From an optimization exercise on the open Yosys and OpenROAD flow, aimed at small area and a short achievable clock period; shortcuts taken in it are not production practice. Function was checked by simulation only, so behaviour that the tests miss may differ from the original.

Setup of maple:
## stack_core
module stack_core (
    input  logic              clk,
    input  logic              rst_n,
    input  logic              cmd_valid,
    input  isa_pkg::opcode_t  cmd_op,
    input  stack_pkg::word_t  cmd_imm,
    output logic              done,
    output logic              fault,
    output isa_pkg::fault_t   fault_code,
    output stack_pkg::word_t  tos,
    output stack_pkg::depth_t depth
);
clock: 110.0 ns
lec_check: 0
abc_area: 1
cap_margin: 20
core_margin: 2
core_utilization: 60
cts_buf_list: sky130_fd_sc_hd__clkbuf_8
cts_cluster_diameter: 70
cts_cluster_size: 12
slew_margin: 20
synth_hierarchical: 1
standard.sh (not shown) runs the stock make flow with config.mk's settings and CLKGATE_MAP_FILE= SYNTH_SCRIPT=/design/flow/synth_recipe.tcl, a recipe that flattens the netlist after the stock synthesis.
==> flow/flow/run.sh <==
#!/bin/bash
# The standard layout, with these changes to how it is made:
# - the setup repair is asked to leave a margin of slack at the design's own
#   clock period, so that the resizer keeps working on the paths that set the
#   achieved period; the repair after global routing gets a slightly larger
#   margin, since detailed routing makes some paths a little slower than the
#   global-route estimate;
# - the port buffers (one on every input and output, as the standard flow
#   places them) are plain buffers rather than the default delay buffers.
set -euo pipefail
export BUFFER_PORTS_ARGS="-buffer_cell sky130_fd_sc_hd__buf_2"
SETUP_SLACK_MARGIN=85 bash standard.sh cts > standard_make_to_cts.log 2>&1
SETUP_SLACK_MARGIN=85.4 bash standard.sh > standard_make.log 2>&1
For sierra, these inputs were changed with respect to maple:
==> flow/flow/run.sh <==
#!/bin/bash
# The standard layout, with two changes to how it is made:
# - the setup repair is asked to leave a margin of slack at the design's own
#   clock period, so that the resizer keeps working on the paths that set the
#   achieved period;
# - the port buffers (one on every input and output, as the standard flow
#   places them) are plain buffers rather than the default delay buffers.
set -euo pipefail
export SETUP_SLACK_MARGIN=86
export BUFFER_PORTS_ARGS="-buffer_cell sky130_fd_sc_hd__buf_2"
bash standard.sh > standard_make.log 2>&1
diff --git a/flow/config.mk b/flow/config.mk
--- a/flow/config.mk
+++ b/flow/config.mk
@@ -11,6 +11,4 @@
 export CORE_UTILIZATION = 60
 export CTS_BUF_LIST = sky130_fd_sc_hd__clkbuf_8
-export CTS_CLUSTER_DIAMETER = 70
-export CTS_CLUSTER_SIZE = 12
 export SLEW_MARGIN = 20
 export SYNTH_HIERARCHICAL = 1
--- outcome ---
- sierra and maple all finish clean.
- On area overhead of the layout relative to synthesis, the lower figure sits with maple, not sierra.
- [compare] base=maple new=sierra: sequential share of cell area lost 0.84 points; design area picked up an extra about 4%; via count picked up an extra about 2.6%; insertion delay of the later-clocked pin in the worst-skew pair lost 0.03 ns.
- Of sierra and maple, the run reporting the higher non-filler instance count after layout was sierra.
- Comparing sierra and maple, the lower average routed wire per standard cell is on maple.
- [compare] base=maple new=sierra: horizontal die dimension shows no meaningful change, endpoint arrival time on the critical path shows a reduction of 0.45 ns.
Edits applied to the flow inputs when going from sierra to fjord:
diff --git a/flow/flow/run.sh b/flow/flow/run.sh
--- a/flow/flow/run.sh
+++ b/flow/flow/run.sh
@@ -7,5 +7,5 @@
 #   places them) are plain buffers rather than the default delay buffers.
 set -euo pipefail
-export SETUP_SLACK_MARGIN=86
+export SETUP_SLACK_MARGIN=85
 export BUFFER_PORTS_ARGS="-buffer_cell sky130_fd_sc_hd__buf_2"
 bash standard.sh > standard_make.log 2>&1
### Flow results
[compare] base=sierra new=fjord: peak per-stage delay on the critical path now sits higher, wire length after detailed routing now sits lower, number of signal-net buffers in the layout now sits lower.
Per the comparison of fjord with sierra, count of antenna diodes in the layout now sits higher; non-filler instance count after layout now sits lower; wire length of the first global-routing pass now sits lower.
[fjord vs sierra] final area: lower in fjord
Cell with the biggest individual delay on the critical path = sky130_fd_sc_hd__a221oi_1: sierra; cell with the biggest individual delay on the critical path = sky130_fd_sc_hd__a2111oi_0: fjord
Final-layout worst hold slack ends up higher on sierra.
As of fjord, HPWL after detailed placement had fallen by a few percent compared to sierra.
sierra has a higher multi-input logic area than fjord.
Looking at routed wire length on met2, fjord sits below sierra.

========
Starting RTL as in the previous note.
Design stack_core, start of the top module:
module stack_core (
    input  logic              clk,
    input  logic              rst_n,
    input  logic              cmd_valid,
    input  isa_pkg::opcode_t  cmd_op,
    input  stack_pkg::word_t  cmd_imm,
    output logic              done,
    output logic              fault,
    output isa_pkg::fault_t   fault_code,
    output stack_pkg::word_t  tos,
    output stack_pkg::depth_t depth
);
    stack_pkg::word_t  top;
    stack_pkg::word_t  next;
    stack_pkg::depth_t count;
    isa_pkg::fault_t   fault_c;
    logic inc, dec;
    logic [6:0] wr_en;
    logic [6:0] rd_sel;
    logic [3:0] lut;
    logic s_imm, s_add, s_sub, s_mul, s_quo, s_rem, s_shl, s_shr;
    stack_pkg::word_t r_add, r_sub, r_mul, r_shl, r_shr;
    logic [15:0] r_quo, r_rem;
    logic        r_dz;
    stack_pkg::word_t top_d;
    assign tos   = top;
    assign depth = count;
    stack_control u_control (
        .rst_n     (rst_n),
        .cmd_valid (cmd_valid),
        .cmd_op    (cmd_op),
        .depth     (count),
  ...
==> flow/config.mk <==
export PLATFORM = sky130hd
export DESIGN_NAME = stack_core
export DESIGN_NICKNAME = stack_core
export VERILOG_FILES = /design/flow/design.v
export SDC_FILE = /design/flow/constraint.sdc
export NUM_CORES = 4
export LEC_CHECK = 0
export ABC_AREA = 1
export CAP_MARGIN = 20
export CORE_MARGIN = 2
export CORE_UTILIZATION = 60
export CTS_BUF_LIST = sky130_fd_sc_hd__clkbuf_8
export SLEW_MARGIN = 20
export SYNTH_HIERARCHICAL = 1
==> flow/constraint.sdc <==
create_clock -name core_clock -period 110.0 [get_ports {clk}]
set_input_delay 22.0000 -clock core_clock [delete_from_list [all_inputs] [get_ports {clk}]]
set_output_delay 22.0000 -clock core_clock [all_outputs]
set_load 0.01 [all_outputs]
==> flow/flow/run.sh <==
#!/bin/bash
# The standard layout, with these changes to how it is made:
# - the setup repair is asked to leave a margin of slack at the design's own
#   clock period, so that the resizer keeps working on the paths that set the
#   achieved period; the repair after global routing gets a slightly larger
#   margin, since detailed routing makes some paths a little slower than the
#   global-route estimate;
# - the port buffers (one on every input and output, as the standard flow
#   places them) are plain buffers rather than the default delay buffers.
set -euo pipefail
export BUFFER_PORTS_ARGS="-buffer_cell sky130_fd_sc_hd__buf_2"
SETUP_SLACK_MARGIN=85 bash standard.sh cts > standard_make_to_cts.log 2>&1
SETUP_SLACK_MARGIN=85.8 bash standard.sh > standard_make.log 2>&1
The first run completed without violations.
Edit:
--- a/flow/flow/run.sh
+++ b/flow/flow/run.sh
@@ -12,2 +12,2 @@
 SETUP_SLACK_MARGIN=85 bash standard.sh cts > standard_make_to_cts.log 2>&1
-SETUP_SLACK_MARGIN=85.8 bash standard.sh > standard_make.log 2>&1
+SETUP_SLACK_MARGIN=85.4 bash standard.sh > standard_make.log 2>&1
Outcome: The changed run ran to the end with no violations; via count decreases slightly; register-to-register slack gets worse by 170 ps; clock-buffer cell count is unchanged; wire length fell slightly; core utilization drops by 1.1 points; setup slack loses 250 ps.
Edit:
==> flow/flow/run.sh (replaced) <==
#!/bin/bash
# The standard layout, with two changes to how it is made:
# - the setup repair is asked to leave a margin of slack at the design's own
#   clock period, so that the resizer keeps working on the paths that set the
#   achieved period;
# - the port buffers (one on every input and output, as the standard flow
#   places them) are plain buffers rather than the default delay buffers.
set -euo pipefail
export SETUP_SLACK_MARGIN=85
export BUFFER_PORTS_ARGS="-buffer_cell sky130_fd_sc_hd__buf_2"
bash standard.sh > standard_make.log 2>&1
CORE_UTILIZATION = 40   (was 60)
CTS_BUF_LIST = unset   (was sky130_fd_sc_hd__clkbuf_8)
Worst hold slack got worse by 13 ps.
Cell count climbs by 6.8%.
Fmax goes down by 1.5%.
Via count went down by 5.2%.
Count of clock-buffer cells in the layout came out lower by 4.
Setup slack loses 370 ps.
Routed wire length went up by 0.40%.
Synthesized area stays the same.

========
stack_core, a different RTL version from the one above (not shown whole).
For scale: about 3900 cells after synthesis, ~260 flip-flops, roughly 80 I/O pins.
Settings: LEC_CHECK=0, ABC_AREA=1, CAP_MARGIN=20, CORE_MARGIN=2, CORE_UTILIZATION=40, CTS_BUF_LIST=sky130_fd_sc_hd__clkbuf_8, SLEW_MARGIN=20; clock period 110.0 ns.
==> flow/flow/run.sh <==
#!/bin/bash
# The standard layout, with two changes to how it is made:
# - the setup repair is asked to leave a margin of slack at the design's own
#   clock period, so that the resizer keeps working on the paths that set the
#   achieved period;
# - the port buffers (one on every input and output, as the standard flow
#   places them) are plain buffers rather than the default delay buffers.
set -euo pipefail
export SETUP_SLACK_MARGIN=85
export BUFFER_PORTS_ARGS="-buffer_cell sky130_fd_sc_hd__buf_2"
bash standard.sh > standard_make.log 2>&1
Then changed:
CORE_UTILIZATION = 60   (was 40)
CTS_BUF_LIST = default   (was sky130_fd_sc_hd__clkbuf_8)
Sequential cell count stays the same.
Count of clock-buffer cells in the layout shrinks by 5.
Area after synthesis is unchanged.
Register-to-register slack gets worse by 0.50 ns.
Die area is lower by a quarter to a third.
Final area came out lower slightly.
Wire length climbs slightly.
Setup slack gets worse by 0.075 ns.
Then changed:
==> flow/run.sh (new file) <==
#!/bin/bash
# synth_recipe.tcl (not shown) runs the flow's synth.tcl, then flattens the netlist and writes it again
# the make line also repeats each setting of config.mk as NAME=value (left out here)
make -C /OpenROAD-flow-scripts/flow DESIGN_CONFIG=/design/flow/config.mk WORK_HOME=/design/flow/orfs CLKGATE_MAP_FILE= SYNTH_SCRIPT=/design/flow/synth_recipe.tcl finish
CORE_UTILIZATION = 40   (was 60)
removed: flow/flow/run.sh
removed: flow/standard.sh
Result: Non-clock buffer count went down by 12. Design area went up by 1.1%. Global-route usage went down by 15 points.
Then changed:
==> flow/flow/run.sh (new file) <==
#!/bin/bash
# The standard layout, with two changes to how it is made:
# - the setup repair is asked to leave a margin of slack at the design's own
#   clock period, so that the resizer keeps working on the paths that set the
#   achieved period;
# - the port buffers (one on every input and output, as the standard flow
#   places them) are plain buffers rather than the default delay buffers.
set -euo pipefail
export SETUP_SLACK_MARGIN=85
export BUFFER_PORTS_ARGS="-buffer_cell sky130_fd_sc_hd__buf_2"
bash standard.sh > standard_make.log 2>&1
==> flow/standard.sh (new file) <==
#!/bin/bash
# synth_recipe.tcl (not shown) runs the flow's synth.tcl, then flattens the netlist and writes it again
# the make line also repeats each setting of config.mk as NAME=value (left out here)
make -C /OpenROAD-flow-scripts/flow DESIGN_CONFIG=/design/flow/config.mk WORK_HOME=/design/flow/orfs CLKGATE_MAP_FILE= SYNTH_SCRIPT=/design/flow/synth_recipe.tcl "${@:-finish}"
removed: flow/run.sh
Non-clock buffer count goes up by 53.
Final area goes up by about 1.2%.
Via count stays flat.
Worst hold slack gets worse by 0.0088 ns.
Core utilization goes up by 0.54 points.
Then changed:
==> flow/flow/run.sh (replaced) <==
#!/bin/bash
# The standard layout, with the setup repair asked to leave a margin of
# slack at the design's own clock period, so that the resizer keeps working on
# the paths that set the achieved period
set -euo pipefail
export SETUP_SLACK_MARGIN=85
bash standard.sh > standard_make.log 2>&1
=>
- final area is higher by 0.92%
- routed wire length stays flat
- hold slack improved by 0.0094 ns
- via count rises by 0.57%
- worst setup slack improves by 0.19 ns
- sequential share of layout area is lower by 0.19 points

========
## blue
stack_core with an RTL version that a note above also has.
Size in the first run: roughly 3,800 cells after synthesis, about 260 flip-flops, roughly 32,000 µm² of cells after synthesis.
==> flow/config.mk <==
export PLATFORM = sky130hd
export DESIGN_NAME = stack_core
export DESIGN_NICKNAME = stack_core
export VERILOG_FILES = /design/flow/design.v
export SDC_FILE = /design/flow/constraint.sdc
export NUM_CORES = 4
export LEC_CHECK = 0
export ABC_AREA = 1
export CAP_MARGIN = 20
export CORE_MARGIN = 2
export CORE_UTILIZATION = 70
export CTS_BUF_LIST = sky130_fd_sc_hd__clkbuf_8
export SLEW_MARGIN = 20
export SYNTH_HIERARCHICAL = 1
==> flow/constraint.sdc <==
create_clock -name core_clock -period 110.0 [get_ports {clk}]
set_input_delay 22.0000 -clock core_clock [delete_from_list [all_inputs] [get_ports {clk}]]
set_output_delay 22.0000 -clock core_clock [all_outputs]
set_load 0.01 [all_outputs]
==> flow/flow/run.sh <==
#!/bin/bash
# The standard layout, with two changes to how it is made:
# - the setup repair is asked to leave a margin of slack at the design's own
#   clock period, so that the resizer keeps working on the paths that set the
#   achieved period;
# - the port buffers (one on every input and output, as the standard flow
#   places them) are plain buffers rather than the default delay buffers.
set -euo pipefail
export SETUP_SLACK_MARGIN=85
export BUFFER_PORTS_ARGS="-buffer_cell sky130_fd_sc_hd__buf_2"
bash standard.sh > standard_make.log 2>&1
blue closes out successfully: all stages finished, all timing, DRC and antenna checks passed.
For red, these inputs were changed with respect to blue:
- putting CTS_CLUSTER_SIZE at 12 where nothing was set
- putting CTS_CLUSTER_DIAMETER at 70 where nothing was set
- swapping 70 for 60 in CORE_UTILIZATION
--- outcome ---
- | global routing met1 resource utilization | higher: blue |
- Against blue, instance area at placement in red rose slightly.
- Against blue, final weighted congestion of routability-driven global placement in red fell by a few percent.
- No stage failed in red, and the final checks on the layout all came back clean.
- The critical path's largest stage delay reported for red is smaller than that of blue by 0.06 ns.
- Delta (red minus blue): worst setup slack after layout higher, finished layout cell area lower, total number of cells along the worst setup path lower.
- Of red and blue, it is red that has the lower total wire length.
- Relative to blue, the growth of design area from synthesis to finish of red is lower by 0.43 points.

[port drivers added, routing unchanged]
The results above use ideal ports. As a check the final layouts listed here were re-extracted and re-timed, cells and wires unchanged. Step 1 sets driving cells, clkbuf_16 on the clock port and buf_2 on the other inputs (assumed; they add their load-dependent delay and slew). Step 2 adds t to the input delays and takes it off the output delays; t is the mean of the earliest and latest rising clock arrival at the registers after step 1. Input paths then give back, and output paths get back, about the clock's delay inside the block. Three values: ideal ports, drivers, drivers and shift; two values: the first two.
run	t, ns	setup slack, ns	cell pins on the clock port's net
maple	0.639	85.474 / 85.496 / 84.857	1
sierra	0.604	85.899 / 85.895 / 85.291	1
fjord	0.620	85.176 / 85.209 / 84.589	1
the first run of note 2	0.615	85.725 / 85.739 / 85.123	1
the second run of note 2	0.621	85.475 / 85.499 / 84.879	1
the third run of note 2	0.620	85.105 / 85.140 / 84.520	1
the first run of note 3	0.603	85.079 / 85.098 / 84.494	1
the second run of note 3	0.599	85.004 / 85.031 / 84.433	1
the third run of note 3	0.617	83.089 / 83.118 / 82.501	1
the fourth run of note 3	0.593	84.949 / 84.976 / 84.382	1
the fifth run of note 3	0.592	85.138 / 85.151 / 84.559	1
blue	0.621	84.973 / 85.007 / 84.386	1
red	0.641	85.044 / 85.078 / 84.436	1
After both steps every run listed still meets setup and hold. The setup slack of maple, which loses most, moves by +0.022 ns with the drivers and by -0.617 ns with both steps.
